What follows belongs to an exercise in optimizing a design on an open flow for small area, a short achievable clock period and few clock cycles per item; a production flow would make more cautious choices.
Only simulation tests tie the RTL to the original design; equivalence was not proved.

rev 12:
==> flow/design.v (excerpt) <==
module param_wallace_multiplier
#(
    parameter int WIDTH = 32
) (
    input  logic                 clk,
    input  logic                 rst,
    input  logic [WIDTH-1:0]     a,
    input  logic [WIDTH-1:0]     b,
    input  logic                 signed_mode,
    input  logic                 in_valid,
    output logic                 in_ready,
    output logic [2*WIDTH-1:0]   product,
    output logic                 out_valid,
    input  logic                 out_ready
);
    logic adv;
    logic out_valid_q;
    logic [63:0] product_q;
    logic [1:0] v_q;
    logic [31:0] a_q;
    logic asx_d, top_d;
    logic [15:0] one_d, two_d, neg_d;
    logic asx;
    logic [15:0] one, two, neg;
    logic        top;
    logic [33:0] pp [0:15];
    logic [33:0] t [0:15];
    logic pn1;
    logic pn2;
    logic pn3;
    logic pn4;
    logic pn5;
    logic pn6;
    logic pn7;
    logic pn8;
    logic pn9;
    logic pn10;
    logic pn11;
    logic pn12;
  ...
For scale: roughly 390 flip-flops, roughly 140 I/O pins, roughly 39000 sq um of cells after synthesis.
make LEC_CHECK=0 CAP_MARGIN=20 CORE_MARGIN=2 CORE_UTILIZATION=60 SETUP_SLACK_MARGIN=1.5 SLEW_MARGIN=20 SYNTH_HIERARCHICAL=1 SYNTH_MINIMUM_KEEP_SIZE=0 finish   # period 5.0 ns
run.sh (not shown) runs the stock make flow with config.mk's settings and CLKGATE_MAP_FILE= SYNTH_SCRIPT=/design/flow/synth_recipe.tcl, a recipe that flattens the netlist after the stock synthesis.
Testbench counts of rev 12, summed over its fixed seeds: cycles 8,024, items 8,000.
Input-level comparison between rev 13 and rev 12:
- SETUP_SLACK_MARGIN: 1.5 -> unset
- CORE_UTILIZATION: 60 -> 40
### Flow results
Worst setup slack before clock tree synthesis ended up 0.049 ns higher on rev 13 than on rev 12. The time the final worst path needs with I/O delays and setup reported for rev 13 is greater than that of rev 12 by 0.37 ns. Rev 13: non-clock buffer count about 34% below rev 12. Worst-case clock skew in rev 13 is 0.011 ns above rev 12. Rev 13 vs rev 12 — number of placement rows rose 21. Compared with rev 12, in rev 13 number of nets in the finished design has decreased; worst hold slack increased 0.0099 ns. Post-detailed-route via-to-cell ratio is higher on rev 12.

* * *

Another version of the RTL of param_wallace_multiplier (not shown whole).
Size: about 2900 cells after synthesis, ~580 flip-flops, about 42000 um^2 of cells after synthesis.
==> flow/config.mk <==
export PLATFORM = sky130hd
export DESIGN_NAME = param_wallace_multiplier
export DESIGN_NICKNAME = param_wallace_multiplier
export VERILOG_FILES = /design/flow/design.v
export SDC_FILE = /design/flow/constraint.sdc
export NUM_CORES = 4
export LEC_CHECK = 0
export CAP_MARGIN = 20
export CORE_MARGIN = 2
export CORE_UTILIZATION = 60
export SETUP_SLACK_MARGIN = 2.0
export SLEW_MARGIN = 20
export SYNTH_HIERARCHICAL = 1
export SYNTH_MINIMUM_KEEP_SIZE = 0
==> flow/constraint.sdc <==
create_clock -name core_clock -period 5.0 [get_ports {clk}]
set_input_delay 1.0000 -clock core_clock [delete_from_list [all_inputs] [get_ports {clk}]]
set_output_delay 1.0000 -clock core_clock [all_outputs]
set_load 0.01 [all_outputs]
Testbench counts at the start, summed over its fixed seeds: cycles 8,032, items 8,000.
Next try:
Settings changed: SETUP_SLACK_MARGIN 2.0 to 2.3.
The new run ran to the end with no violations. Synthesized area does not change. Sequential share of layout area falls by 0.23 points. First-iteration DRC count drops by 1.3%. Utilization is higher by 0.41 points. Worst setup slack is better by 0.25 ns. Final area rises by 0.61%. Sequential cell count is unchanged. Fmax went up by 9.3%.
Next try:
Settings changed: SETUP_SLACK_MARGIN 2.3 to 2.4.
Setup slack barely changes.
Routed wire length rose slightly.
Die area is unchanged.
Core utilization rose by 1.2 points.
Register-to-register slack barely changes.
Worst hold slack barely changes.
Next try:
Settings changed: SETUP_SLACK_MARGIN 2.4 to 2.2.
Effect: Global-route usage is lower by 0.23 points; routed wire length falls by 1.2%; utilization falls by 1.5 points; die area stays the same.

==> static timing again, ports no longer ideal <==
Ports are ideal in the flow. The routed layouts listed here were re-timed in OpenROAD.
Step 1 sets driving cells, clkbuf_16 on the clock port and buf_2 on the other inputs (assumed; they add their load-dependent delay and slew).
Step 2 also shifts input and output timing later by t, the mid clock arrival at the registers, as if the neighbouring blocks saw the same clock.
Three values: ideal ports, drivers, drivers and shift; two values: the first two.
run	t, ns	setup WS [ns]	worst setup path after step 2	pins driven straight from the clock port
rev 12	0.657	1.481 / 1.481 / 1.481	register to register	1
rev 13	0.703	1.110 / 1.110 / 1.110	register to register	1
the first run of note 2	0.674	2.053 / 2.040 / 1.876	input to register	1
the second run of note 2	0.673	2.302 / 2.302 / 2.078	input to register	1
the third run of note 2	0.671	2.305 / 2.305 / 2.028	input to register	1
the fourth run of note 2	0.678	2.240 / 2.240 / 2.123	input to register	1
After both steps setup and hold are still met in every run listed. The setup slack of the third run of note 2, which loses most, moves by 0.000 ns with the drivers and by -0.277 ns with both steps.
